What follows belongs to an exercise in optimizing a design on an open flow for small area; a production flow would make more cautious choices.
In this exercise RTL edits were held to simulation tests only and were not proved equivalent to the original.
No activity file was given, so power comes from the tool's default toggle rates.

<file path="config.mk">
export PLATFORM = sky130hd
export DESIGN_NAME = obi_frame_mem
export DESIGN_NICKNAME = obi_frame_mem
export VERILOG_FILES = /design/flow/design.v
export SDC_FILE = /design/flow/constraint.sdc
export NUM_CORES = 4
export LEC_CHECK = 0
export CAP_MARGIN = 20
export CORE_MARGIN = 2
export CORE_UTILIZATION = 40
export SLEW_MARGIN = 20
export SYNTH_HIERARCHICAL = 1
</file>
<file path="constraint.sdc">
create_clock -name core_clock -period 3.5 [get_ports {clk_i}]
set_input_delay 0.7000 -clock core_clock [delete_from_list [all_inputs] [get_ports {clk_i}]]
set_output_delay 0.7000 -clock core_clock [all_outputs]
set_load 0.01 [all_outputs]
</file>
<file path="design.v">
module obi_frame_mem #(
  parameter int NumWords   = 64,
  parameter int WaitCycles = 1,
  parameter int CntWidth   = 16
) (
  input  logic                clk_i,
  input  logic                rst_ni,
  input  logic                obi_req_i,
  input  logic [31:0]         obi_addr_i,
  input  logic                obi_we_i,
  input  logic [3:0]          obi_be_i,
  input  logic [31:0]         obi_wdata_i,
  input  logic [3:0]          obi_aid_i,
  output logic                obi_gnt_o,
  output logic                obi_rvalid_o,
  output logic [31:0]         obi_rdata_o,
  output logic [3:0]          obi_rid_o,
  output logic                obi_err_o,
  output logic [CntWidth-1:0] rd_cnt_o,
  output logic [CntWidth-1:0] wr_cnt_o,
  output logic                busy_o
);
  localparam int          NumPairs = NumWords / 2;
  localparam int          PairW    = $clog2(NumPairs);
  localparam logic [31:0] ErrData  = 32'hBADCAB1E;
  logic stall_q;
  logic gnt;
  logic out_of_range;
  logic do_read;
  logic do_write;
  logic rvalid_q;
  assign out_of_range = |obi_addr_i[31:8];
  assign gnt          = obi_req_i & stall_q;
  assign do_read      = gnt & ~obi_we_i & ~out_of_range;
  assign do_write     = gnt &  obi_we_i & ~out_of_range;
  always_ff @(posedge clk_i or negedge rst_ni) begin
    if (!rst_ni) begin
      stall_q  <= 1'b0;
      rvalid_q <= 1'b0;
    end else begin
      stall_q  <= obi_req_i & ~stall_q;
      rvalid_q <= gnt;
    end
  end
  logic phase_q;
  logic pol_x_q;
  logic pol_y_q;
  always_ff @(posedge clk_i) begin
    phase_q <= ~phase_q;
    pol_x_q <= ~pol_y_q;
    pol_y_q <= pol_x_q;
  end
  logic             in_x;
  logic             pend_q;
  logic [3:0]       pend_be_q;
  logic [PairW-1:0] pend_pair_q;
  logic [31:0]      pend_data_q;
  assign in_x = (obi_addr_i[2] == phase_q);
  always_ff @(posedge clk_i) begin
    pend_q      <= do_write & in_x;
    pend_be_q   <= obi_be_i;
    pend_pair_q <= obi_addr_i[7:3];
    pend_data_q <= obi_wdata_i;
  end
  logic             wr_en;
  logic [3:0]       wr_be;
  logic [PairW-1:0] wr_pair;
  logic [31:0]      wr_data;
  assign wr_en   = pend_q | (do_write & ~in_x);
  assign wr_be   = pend_q ? pend_be_q   : obi_be_i;
  assign wr_pair = pend_q ? pend_pair_q : obi_addr_i[7:3];
  assign wr_data = (pend_q ? pend_data_q : obi_wdata_i) ^ {32{pol_y_q}};
  logic [31:0] mem_x [NumPairs];
  logic [31:0] mem_y [NumPairs];
  logic [31:0] x_d   [NumPairs];
  logic [3:0]  be_hit   [NumPairs];
  logic [3:0]  be_hit_n [NumPairs];
  logic [NumPairs-1:0] rd_sel;
  for (genvar p = 0; p < NumPairs; p++) begin : g_pair
    assign be_hit[p]   = {4{wr_en & (wr_pair == p)}} & wr_be;
    assign be_hit_n[p] = ~be_hit[p];
    assign rd_sel[p]   = (obi_addr_i[7:3] == p);
    for (genvar b = 0; b < 32; b++) begin : g_wbit
      ofm_wbit u_wbit (
        .y_i   (mem_y[p][b]),
        .wd_i  (wr_data[b]),
        .en_i  (be_hit[p][b/8]),
        .en_ni (be_hit_n[p][b/8]),
        .x_no  (x_d[p][b])
      );
    end
    always_ff @(posedge clk_i) begin
      mem_x[p] <= x_d[p];
      mem_y[p] <= mem_x[p];
    end
  end
  logic [31:0] rd_x;
  for (genvar b = 0; b < 32; b++) begin : g_rbit
    logic [NumPairs-1:0] col;
    for (genvar p = 0; p < NumPairs; p++) begin : g_col
      assign col[p] = mem_x[p][b];
    end
    ofm_rmux u_rmux (
      .d_i   (col),
      .sel_i (rd_sel),
      .q_o   (rd_x[b])
    );
  end
  logic [31:0] rdata_q;
  logic [3:0]  rid_q;
  logic        err_q;
  always_ff @(posedge clk_i) begin
    rid_q <= obi_aid_i;
    err_q <= out_of_range;
    if (in_x) begin
      rdata_q <= obi_we_i ? 32'd0 : (out_of_range ? ErrData : (rd_x ^ {32{pol_x_q}}));
    end
  end
  assign obi_gnt_o    = gnt;
  assign obi_rvalid_o = rvalid_q;
  assign obi_rdata_o  = rdata_q;
  assign obi_rid_o    = rid_q;
  assign obi_err_o    = err_q;
  assign busy_o       = obi_req_i | rvalid_q;
  always_ff @(posedge clk_i or negedge rst_ni) begin
    if (!rst_ni) begin
      rd_cnt_o <= '0;
      wr_cnt_o <= '0;
    end else begin
      if (do_read && (rd_cnt_o != '1)) begin
        rd_cnt_o <= rd_cnt_o + 1'b1;
      end
      if (do_write && (wr_cnt_o != '1)) begin
        wr_cnt_o <= wr_cnt_o + 1'b1;
      end
    end
  end
endmodule
module ofm_wbit (
  input  logic y_i,
  input  logic wd_i,
  input  logic en_i,
  input  logic en_ni,
  output logic x_no
);
  assign x_no = ~((y_i | en_i) & (wd_i | en_ni));
endmodule
module ofm_rmux (
  input  logic [31:0] d_i,
  input  logic [31:0] sel_i,
  output logic        q_o
);
  logic [10:0] t_n;
  for (genvar g = 0; g < 10; g++) begin : g_aoi
    ofm_aoi3 u_aoi (
      .d_i   (d_i[3*g +: 3]),
      .sel_i (sel_i[3*g +: 3]),
      .q_no  (t_n[g])
    );
  end
  ofm_aoi2 u_aoi_last (
    .d_i   (d_i[31:30]),
    .sel_i (sel_i[31:30]),
    .q_no  (t_n[10])
  );
  assign q_o = ~&t_n;
endmodule
module ofm_aoi3 (
  input  logic [2:0] d_i,
  input  logic [2:0] sel_i,
  output logic       q_no
);
  assign q_no = ~|(d_i & sel_i);
endmodule
module ofm_aoi2 (
  input  logic [1:0] d_i,
  input  logic [1:0] sel_i,
  output logic       q_no
);
  assign q_no = ~|(d_i & sel_i);
endmodule
</file>
<file path="run.sh">
#!/bin/bash
# synth_recipe.tcl (not shown) runs the flow's synth.tcl, then flattens the netlist and writes it again
# the make line also repeats each setting of config.mk as NAME=value (left out here)
make -C /OpenROAD-flow-scripts/flow DESIGN_CONFIG=/design/flow/config.mk WORK_HOME=/design/flow/orfs CLKGATE_MAP_FILE= SYNTH_SCRIPT=/design/flow/synth_recipe.tcl finish
</file>
==> results.py <==
metrics = {
    "place": {
        "globalplace.congestion": 0.867,
        "dp.cells": 6936,
        "placed_area_mm2": 0.0676,
        "portBuffers": 145,
        "hpwl_um": 118000,
        "place_ws_ps": -530,
    },
    "sta": {
        "setup_viol": 0,
        "worst_slew_pin_slew_ps": 1170,
        "final-hold-violation-count": 0,
        "max_freq_mhz": 317,
        "fin_crit_ps": 3150,
        "post-route-period-util_pct": 90.0,
        "maxSlewViolCount": 0,
        "fin_ws_ps": 349,
        "rsz0062_at_grt": "no",
        "slew_headroom_pct": 21.6,
        "fin_skew_ps": 73.1,
    },
    "clocking": {
        "cts_tree": "done",
        "clock_sinks": 2164,
        "postCtsSetupRepairBufs": 0,
        "clockBufferDepth": 3,
        "ctsRootBufferMaster": "clkbuf_16",
        "clk_pin_slew_ps": 60,
        "cts_resized": 0,
        "holdBufCountCts": 0,
        "htree_levels": 4,
        "clock_latency_ps": 860,
        "cts_made_buffers": 203,
    },
    "logic_synthesis": {
        "synth-async-reset-ratio_pct": 1.57,
        "syn-cell-area_mm2": 0.0585,
        "yosysSeqAreaShare_pct": 74.9,
        "postSynthAreaPerCell_um2": 13.4,
        "netlist_instances": 4368,
        "synth_cell_types": 48,
        "synthFlopType": "dfxtp_1",
        "synth_edf_count": 32,
        "syn_nets": 4446,
        "ys_warn_count": 16,
        "ys_ff_latch": 2164,
    },
    "setup_path": {
        "slowest_delay_ps": 640,
        "endpoint": "rdata_q[0]$_SDFFCE_PP0N_",
        "reg2reg_from": "pend_q$_DFF_P_",
        "r2r_slack_ps": 750,
        "critPathMaxFanout": 7,
        "cp_slowest_cell": "a222oi_1",
        "crit_chain": "clkdlybuf4s50_1 -> buf_4 -> nand2b_1 -> or2_2 -> buf_4 -> nor2_4 -> a222oi_1 -> nand4_1 -> buf_4 -> or3_1 -> xnor2_1 -> nor2_1",
        "cp.depth": 12,
        "worst-path-buf-inv": 4,
        "crit_type": "in -> reg",
        "reg2reg_depth": 6,
        "r2r-end": "mem_x[21][4]$_DFF_P_",
        "path_common_cell": "buf_4",
        "required_ps": 4080,
        "start_kind": "input pin",
        "arrival_ps": 3730,
        "cp_top_family": "simple AND/OR/NAND/NOR gates",
        "worstSetupEndpointType": "flip-flop",
        "cp-startpoint": "obi_addr_i[6]",
    },
    "final_layout": {
        "final_core_util_pct": 51.3,
        "final_common_cell": "dfxtp_1",
        "nets": 5302,
        "drive_gt1_share_pct": 18.8,
        "final_cells": 7310,
        "final_cell_mix": "dfxtp_1 (2095), o22ai_1 (1027), buf_4 (488)",
        "fin_area_mm2": 0.0745,
        "area_growth_pct": 27.4,
        "fillers": 12500,
    },
    "power_and_ir_drop": {
        "peakVddDrop_uv": 390,
        "p_comb_share_pct": 4.0,
        "power_density_mw_per_mm2": 672,
        "leakagePower_nw": 29.6,
        "internal_power_w": 0.0392,
        "swShare_pct": 21.7,
        "net-switching-power_w": 0.0109,
        "power.share.clock_pct": 45.1,
        "p_seq_share_pct": 51.0,
    },
    "routing": {
        "drtIter0Drc": 4636,
        "vias": 42200,
        "wire_per_inst_um": 25.2,
        "ant_nets": 0,
        "drc": 0,
        "vias_per_cell": 5.78,
        "drt_wl_total_um": 184000,
        "dr.pass1.iters": 10,
    },
    "global_routing": {
        "grt_pass1_wl_um": 273000,
        "grt_start_max_net_pins": 36,
        "antenna_found_initial": 5,
        "grt-ovfl-total": 0,
        "grt_pass1_vias": 42300,
        "grt_usage_pct": 23.8,
    },
    "run_status": {
        "status": "complete, no violations",
    },
    "floorplanning": {
        "die_h_um": 386,
        "top_level_ports": 148,
        "initial_core_util_pct": 40.2,
        "rows": 140,
        "die_area_mm2": 0.149,
        "die_w_um": 386,
        "core_area_mm2": 0.145,
    },
    "hold_path": {
        "worst_hold_path_type": "in -> async",
    },
    "run": {
        "drv_cap": 0,
    },
}
[worst min path at each step]
stage                    startpoint              endpoint  slack [ps]  cells past startpoint
6_report                     rst_ni    rvalid_q$_DFF_PN0_         290                      2
5_1_grt                obi_aid_i[2]      rid_q[2]$_DFF_P_         290                      1
4_1_cts                      rst_ni    rvalid_q$_DFF_PN0_         260                      2
3_5_place_dp   mem_x[9][22]$_DFF_P_  mem_y[9][22]$_DFF_P_         330                      0
3_3_place_gp    mem_x[7][0]$_DFF_P_   mem_y[7][0]$_DFF_P_         330                      0
2_1_floorplan       pol_x_q$_DFF_P_       pol_y_q$_DFF_P_         330                      0
[per-module statistics from Yosys (local to each module, per instance)]
module | cells | times used
obi_frame_mem | 2864 | 1
ofm_rmux | 4 | 32
ofm_aoi2 | 1 | 32
ofm_aoi3 | 1 | 320
ofm_wbit | 1 | 1024
[layer usage]
metal / GRT usage, % / vias to the layer above / part of all wire, %
met2: 36.9 / 1805 / 45
met4: 8.58 / 6 / 3.4
li1: - / 19000 / -
met1: 33.5 / 21100 / 44
met5: 0 / - / 0.018
met3: 4.13 / 345 / 7.7
[synthesized netlist by cell type (3+ instances only)]
| cell | count | share of area (%) |
|---|---|---|
| dfxtp_1 | 2098 | 72 |
| o22ai_1 | 1027 | 11 |
| a222oi_1 | 320 | 5.5 |
| nor2_1 | 186 | 1.2 |
| nand2_1 | 156 | 1.0 |
| xnor2_1 | 89 | 1.3 |
| nand4_1 | 84 | 0.90 |
| nand3_1 | 65 | 0.56 |
| mux2i_1 | 37 | 0.63 |
| dfrtp_1 | 34 | 1.5 |
| or3_1 | 34 | 0.36 |
| a22oi_2 | 32 | 0.68 |
| edfxtp_1 | 32 | 1.6 |
| inv_1 | 21 | 0.13 |
| a21oi_1 | 20 | 0.17 |
| clkbuf_1 | 20 | 0.13 |
| buf_2 | 15 | 0.13 |
| and3_1 | 11 | 0.12 |
| mux2_2 | 10 | 0.19 |
| nand2b_1 | 8 | 0.086 |
| and2_1 | 6 | 0.064 |
| or2_2 | 5 | 0.053 |
| and4_1 | 4 | 0.060 |
| buf_1 | 4 | 0.026 |
| nor2_2 | 4 | 0.043 |
| nor4_4 | 4 | 0.15 |
| buf_4 | 3 | 0.038 |
| nand3b_1 | 3 | 0.038 |
| nor4_1 | 3 | 0.032 |
| o21a_1 | 3 | 0.038 |
| o21ai_0 | 3 | 0.026 |
[registers in the layout, indices dropped and copies added (netlist names), 4 cells and up]
name         count
pend_be_q        4
pend_pair_q      5
mem_x         1024
pend_data_q     32
rid_q            4
rd_cnt_o        16
wr_cnt_o        16
mem_y         1024
rdata_q         32
[power groups by stage]
stage	registers, W	logic [W]	clock network (W)
2_1_floorplan	0.0260	0.000939	0
3_3_place_gp	0.0260	0.00191	0
3_5_place_dp	0.0261	0.00194	0
4_1_cts	0.0255	0.00195	0.0228
5_1_grt	0.0256	0.00208	0.0238
6_report	0.0255	0.00198	0.0226
[cell type report]
type	count	area, um^2	share of cell area (%)
well taps	1917	2400	3.22
repair buffers	694	6330	8.49
multi-input cells	2140	14900	20.1
clock inverters	71	887	1.19
diodes	1	2.50	0.00336
clock buffers	302	6080	8.15
flip-flops and latches	2164	43800	58.8
inverters	21	78.8	0.106
[worst reg2reg max path: stages, from the launching register on]
cell and delay (ps):
dfxtp_4 640, nand2_1 190, o22ai_1 650, nand2_1 600
nor2_1 230, buf_4 200, o22ai_1 110
[per-stage QoR]
stage,hold WS (ps),setup TNS (ps),total power (W)
final,294,0,0.0501
after global routing,289,0,0.0515
after CTS,262,0,0.0503
after detailed placement,335,-9440,0.0280
after global placement,333,-9570,0.0280
after floorplan,329,0,0.0269
[cell families (layout without fill, tap and decap cells)]
family,count (synthesis),count (layout),share of synthesized area (%)
other cells,0,1,0
buf+inv,64,1088,0.464
fa+ha+maj,2,2,0.0428
compound gates,1416,1416,17.6
simple gates,584,584,4.86
mux,47,47,0.825
xor+xnor,91,91,1.36
flops,2164,2164,74.9

port drivers added, routing unchanged:
Ports are ideal in the flow. The routed layout listed here was re-timed in OpenROAD.
Step 1, drivers: a clkbuf_16 drives clk_i and a buf_2 each remaining input, both assumed.
Step 2 also shifts input and output timing later by t, the mid clock arrival at the registers, as if the neighbouring blocks saw the same clock.
a / b / c = no drivers / after step 1 / after step 2; a / b = the first two.
t (ns): 0.907
setup slack, ns: 0.349 / 0.412 / -0.495
clock arrival spread, ns: 0.073 / 0.074
Met with ideal ports but missed after step 2: setup timing in this run. For this run, drivers alone change the setup slack by +0.063 ns; drivers and shift together by -0.844 ns.
